From an optimization exercise on the open Yosys and OpenROAD flow, aimed at small area; shortcuts taken in it are not production practice.
The RTL was checked by simulation tests, not by an equivalence proof against the original design.
No activity file was given, so power comes from the tool's default toggle rates.

run 1:
// memory_system
module memory_system (
  input  logic         Clk,
  input  logic         Reset,
  input  logic [7:0]   address,
  input  logic [7:0]   data_in,
  input  logic         write,
  output logic [7:0]   from_memory,
  input  logic [127:0] port_in,
  output logic [127:0] port_out,
  input  logic         ld_start,
  input  logic         ld_valid,
  input  logic [7:0]   ld_data,
  input  logic         ld_last,
  output logic         ld_ready,
  output logic         ld_done,
  output logic         cpu_hold
);
Size in the first run: about 6,400 cells after synthesis, ~78,000 um2 of cells after synthesis.
clock: 5.0 ns
lec_check: 0
cap_margin: 20
core_margin: 2
core_utilization: 60
place_density: 0.72
slew_margin: 20
synth_hierarchical: 1
standard.sh (not shown) runs the stock make flow with config.mk's settings and CLKGATE_MAP_FILE= SYNTH_SCRIPT=/design/flow/synth_recipe.tcl, a recipe that flattens the netlist after the stock synthesis.
==> flow/flow/run.sh <==
#!/bin/bash
# Own layout flow: the standard ORFS flow with smaller port buffers and a
# leaner clock tree (larger sink clusters, no dummy loads). Synthesis is the
# standard one, unchanged.
set -euo pipefail
CTS="-sink_clustering_enable -repair_clock_nets -dont_use_dummy_load"
CTS="$CTS -sink_clustering_size 20 -sink_clustering_max_diameter 50"
CTS="$CTS -buf_list sky130_fd_sc_hd__clkbuf_8"
bash standard.sh \
  "BUFFER_PORTS_ARGS=-buffer_cell sky130_fd_sc_hd__buf_1" \
  "CTS_ARGS=$CTS" \
  MATCH_CELL_FOOTPRINT=0 \
  finish > standard_flow.log 2>&1
--- input diff run 1..run 2 ---
--- a/flow/flow/run.sh
+++ b/flow/flow/run.sh
@@ -6,4 +6,4 @@
 CTS="-sink_clustering_enable -repair_clock_nets -dont_use_dummy_load"
-CTS="$CTS -sink_clustering_size 20 -sink_clustering_max_diameter 50"
-CTS="$CTS -buf_list sky130_fd_sc_hd__clkbuf_8"
+CTS="$CTS -sink_clustering_size 10 -sink_clustering_max_diameter 45"
+CTS="$CTS -buf_list sky130_fd_sc_hd__clkbuf_4"
 bash standard.sh \
@@ -11,3 +11,2 @@
   "CTS_ARGS=$CTS" \
-  MATCH_CELL_FOOTPRINT=0 \
   finish > standard_flow.log 2>&1
--- a/flow/config.mk
+++ b/flow/config.mk
@@ -9,4 +9,3 @@
 export CORE_MARGIN = 2
-export CORE_UTILIZATION = 60
-export PLACE_DENSITY = 0.72
+export CORE_UTILIZATION = 40
 export SLEW_MARGIN = 20
--- outcome ---
Row relative area change from synthesis to final layout: run 2 higher / run 1 lower. As of run 2, global-route wire length before repair had risen by more than 10% compared to run 1. Diff run 2 and run 1: detailed-route via count lower in run 1. The higher initial antenna violation count of run 2 and run 1 is in run 2. Going from run 1 to run 2, sequential cell fraction of total power went down 0.7 points, static leakage went up about 3.6%.
Inputs modified between run 2 and run 3:
--- a/flow/flow/run.sh
+++ b/flow/flow/run.sh
@@ -6,4 +6,4 @@
 CTS="-sink_clustering_enable -repair_clock_nets -dont_use_dummy_load"
-CTS="$CTS -sink_clustering_size 10 -sink_clustering_max_diameter 45"
-CTS="$CTS -buf_list sky130_fd_sc_hd__clkbuf_4"
+CTS="$CTS -sink_clustering_size 16 -sink_clustering_max_diameter 60"
+CTS="$CTS -buf_list sky130_fd_sc_hd__clkbuf_8"
 bash standard.sh \
@@ -11,2 +11,3 @@
   "CTS_ARGS=$CTS" \
+  REMOVE_ABC_BUFFERS=1 GPL_TIMING_DRIVEN=0 \
   finish > standard_flow.log 2>&1
--- a/flow/config.mk
+++ b/flow/config.mk
@@ -9,3 +9,4 @@
 export CORE_MARGIN = 2
-export CORE_UTILIZATION = 40
+export CORE_UTILIZATION = 60
+export PLACE_DENSITY = 0.72
 export SLEW_MARGIN = 20
==> comparison <==
Summary across run 3 and run 2: the single failing run is run 3. Finished, but not clean: run 3, with negative setup slack. Run 2 ended up with cpu_hold as its capture point of the worst path; run 3 ended up with from_memory[4]. Number of signal-net buffers in the layout of run 3 falls short of that of run 2 by more than a quarter. Run 3 consumes less power than run 2 does. Core utilization: run 3 higher than run 2. Compared with run 2, in run 3 via count saw a decrease; cell depth of the worst hold path saw a decrease. Changes observed in run 3 relative to run 2: post-layout minimum cycle time went up by 1400 ps, hold slack went up by 37 ps, length of routed wiring on met1 went down by 14,000 um.
Input changes introduced in run 4 (baseline for comparison: run 3):
--- a/flow/flow/run.sh
+++ b/flow/flow/run.sh
@@ -11,3 +11,3 @@
   "CTS_ARGS=$CTS" \
-  REMOVE_ABC_BUFFERS=1 GPL_TIMING_DRIVEN=0 \
+  MATCH_CELL_FOOTPRINT=0 \
   finish > standard_flow.log 2>&1
--- a/flow/config.mk
+++ b/flow/config.mk
@@ -9,4 +9,4 @@
 export CORE_MARGIN = 2
-export CORE_UTILIZATION = 60
-export PLACE_DENSITY = 0.72
+export CORE_UTILIZATION = 70
+export PLACE_DENSITY = 0.82
 export SLEW_MARGIN = 20
### Flow results
Out of run 4 and run 3, the only run to close with the timing, design-rule and antenna checks passing was run 4. Against run 3, worst-path maximum fanout in run 4 fell by more than a quarter. Run 4 has via count of the first global-routing pass above what run 3 had. Compared run 4 vs run 3, and vias after detailed routing is up in run 4. Maximum frequency from static timing analysis was lower in the run labelled run 3.
Inputs modified between run 4 and run 5:
--- a/flow/config.mk
+++ b/flow/config.mk
@@ -9,4 +9,3 @@
 export CORE_MARGIN = 2
-export CORE_UTILIZATION = 70
-export PLACE_DENSITY = 0.82
+export CORE_UTILIZATION = 40
 export SLEW_MARGIN = 20
Findings:
In the tables for run 5 and run 4, count of clock-buffer cells in the layout reads lower with run 4.
Portion of total power attributed to the clock network, run 5 and run 4: smaller value in run 4
Switching part of the total: run 5 vs run 4 up 0.72 points
Cells: run 5 has more instances than run 4
The higher minimum period implied by the final worst setup slack came out of run 4.
As far as total iterations of the first detailed-routing run goes, run 4 and run 5 are indistinguishable; the numbers are identical.
In the tables for run 5 and run 4, ratio of final minimum period to clock period reads lower with run 5.
The power per cell area of run 4 and that of run 5 are within noise of each other.

memory_system again, from the RTL that the note above started with.
clock: 5.0 ns
lec_check: 0
cap_margin: 20
core_margin: 2
core_utilization: 40
slew_margin: 20
synth_hierarchical: 1
==> flow/flow/run.sh <==
#!/bin/bash
# Own layout flow: the standard ORFS flow with smaller port buffers and a
# leaner clock tree (larger sink clusters, no dummy loads). Synthesis is the
# standard one, unchanged.
set -euo pipefail
CTS="-sink_clustering_enable -repair_clock_nets -dont_use_dummy_load"
CTS="$CTS -sink_clustering_size 28 -sink_clustering_max_diameter 80"
CTS="$CTS -buf_list sky130_fd_sc_hd__clkbuf_16"
bash standard.sh \
  "BUFFER_PORTS_ARGS=-buffer_cell sky130_fd_sc_hd__buf_1" \
  "CTS_ARGS=$CTS" \
  MATCH_CELL_FOOTPRINT=0 \
  finish > standard_flow.log 2>&1
Rerun with:
--- a/flow/flow/run.sh
+++ b/flow/flow/run.sh
@@ -6,4 +6,4 @@
 CTS="-sink_clustering_enable -repair_clock_nets -dont_use_dummy_load"
-CTS="$CTS -sink_clustering_size 28 -sink_clustering_max_diameter 80"
-CTS="$CTS -buf_list sky130_fd_sc_hd__clkbuf_16"
+CTS="$CTS -sink_clustering_size 16 -sink_clustering_max_diameter 60"
+CTS="$CTS -buf_list sky130_fd_sc_hd__clkbuf_8"
 bash standard.sh \
@@ -11,3 +11,2 @@
   "CTS_ARGS=$CTS" \
-  MATCH_CELL_FOOTPRINT=0 \
   finish > standard_flow.log 2>&1
What happened: Combinational power is about the same; critical path depth is lower by 1; area after synthesis does not change; wire length is higher slightly; sequential share of layout area is higher by 0.12 points.

== pepper ==
Starting RTL as in the previous note.
clock: 5.0 ns
lec_check: 0
cap_margin: 0
core_margin: 2
core_utilization: 60
place_density: 0.72
slew_margin: 0
synth_hierarchical: 1
==> flow/flow/run.sh <==
#!/bin/bash
# Own layout flow: the standard ORFS flow with smaller port buffers and a
# leaner clock tree (larger sink clusters, no dummy loads). Synthesis is the
# standard one, unchanged.
set -euo pipefail
CTS="-sink_clustering_enable -repair_clock_nets -dont_use_dummy_load"
CTS="$CTS -sink_clustering_size 16 -sink_clustering_max_diameter 60"
CTS="$CTS -buf_list sky130_fd_sc_hd__clkbuf_8"
bash standard.sh \
  "BUFFER_PORTS_ARGS=-buffer_cell sky130_fd_sc_hd__buf_1" \
  "CTS_ARGS=$CTS" \
  MATCH_CELL_FOOTPRINT=0 \
  finish > standard_flow.log 2>&1
The final layout from pepper, which completed every stage, passed the timing, design-rule and antenna checks at the end of the flow.
#### Input delta (sierra over pepper)
==> flow/config.mk <==
export PLATFORM = sky130hd
export DESIGN_NAME = memory_system
export DESIGN_NICKNAME = memory_system
export VERILOG_FILES = /design/flow/design.v
export SDC_FILE = /design/flow/constraint.sdc
export NUM_CORES = 4
export LEC_CHECK = 0
export CAP_MARGIN = 20
export CORE_MARGIN = 2
export CORE_UTILIZATION = 60
export PLACE_DENSITY = 0.72
export SLEW_MARGIN = 20
export SYNTH_HIERARCHICAL = 1
Results
In sierra, the final-layout worst hold slack came out 0.0068 ns above the value in pepper. Summary: shortest clock period the worst path allows after layout, sierra better than pepper. Detailed route wirelength on metal2: sierra < pepper. Compared sierra against pepper; global-route usage within noise. Setup slack: sierra more than pepper. On worst path arrival time, the lower figure sits with sierra, not pepper. Summary of sierra over pepper: multi-input combinational area share did not really move, clock network fraction of total power saw little to no change.

re-timing with driven ports:
How much do the figures lean on ideal ports? The routed layouts below were timed once more, with nothing changed but the port constraints. Step 1, drivers: a clkbuf_16 drives Clk and a buf_2 each remaining input, both assumed. Step 2 times the ports against the registers' clock, not the clock port: input delays grow and output delays shrink by t, the midpoint of the rising clock arrivals with the driver on. a / b / c = no drivers / after step 1 / after step 2; a / b = the first two.
run | shift t [ns] | slack for setup (ns) | slew at the worst register clock pin (ns) | pins driven straight from the clock port
run 1 | 0.994 | 1.197 / 1.247 / 0.253 | 0.12 / 0.12 | 1
run 2 | 1.399 | 1.272 / 1.194 / 0.350 | 0.12 / 0.12 | 1
run 3 | 0.985 | -0.124 / -0.113 / -1.098 | 0.11 / 0.11 | 1
run 4 | 0.956 | 0.994 / 1.038 / 0.083 | 0.11 / 0.11 | 1
run 5 | 1.028 | 1.077 / 1.123 / 0.096 | 0.11 / 0.11 | 1
the first run of note 2 | 0.849 | 0.894 / 0.946 / 0.098 | 0.11 / 0.11 | 1
the second run of note 2 | 1.026 | 1.246 / 1.298 / 0.273 | 0.11 / 0.11 | 1
pepper | 0.971 | 1.184 / 1.228 / 0.257 | 0.11 / 0.11 | 1
sierra | 0.976 | 1.257 / 1.308 / 0.332 | 0.11 / 0.11 | 1
The setup slack of run 5, which loses most, moves by +0.046 ns with the drivers and by -0.981 ns with both steps.
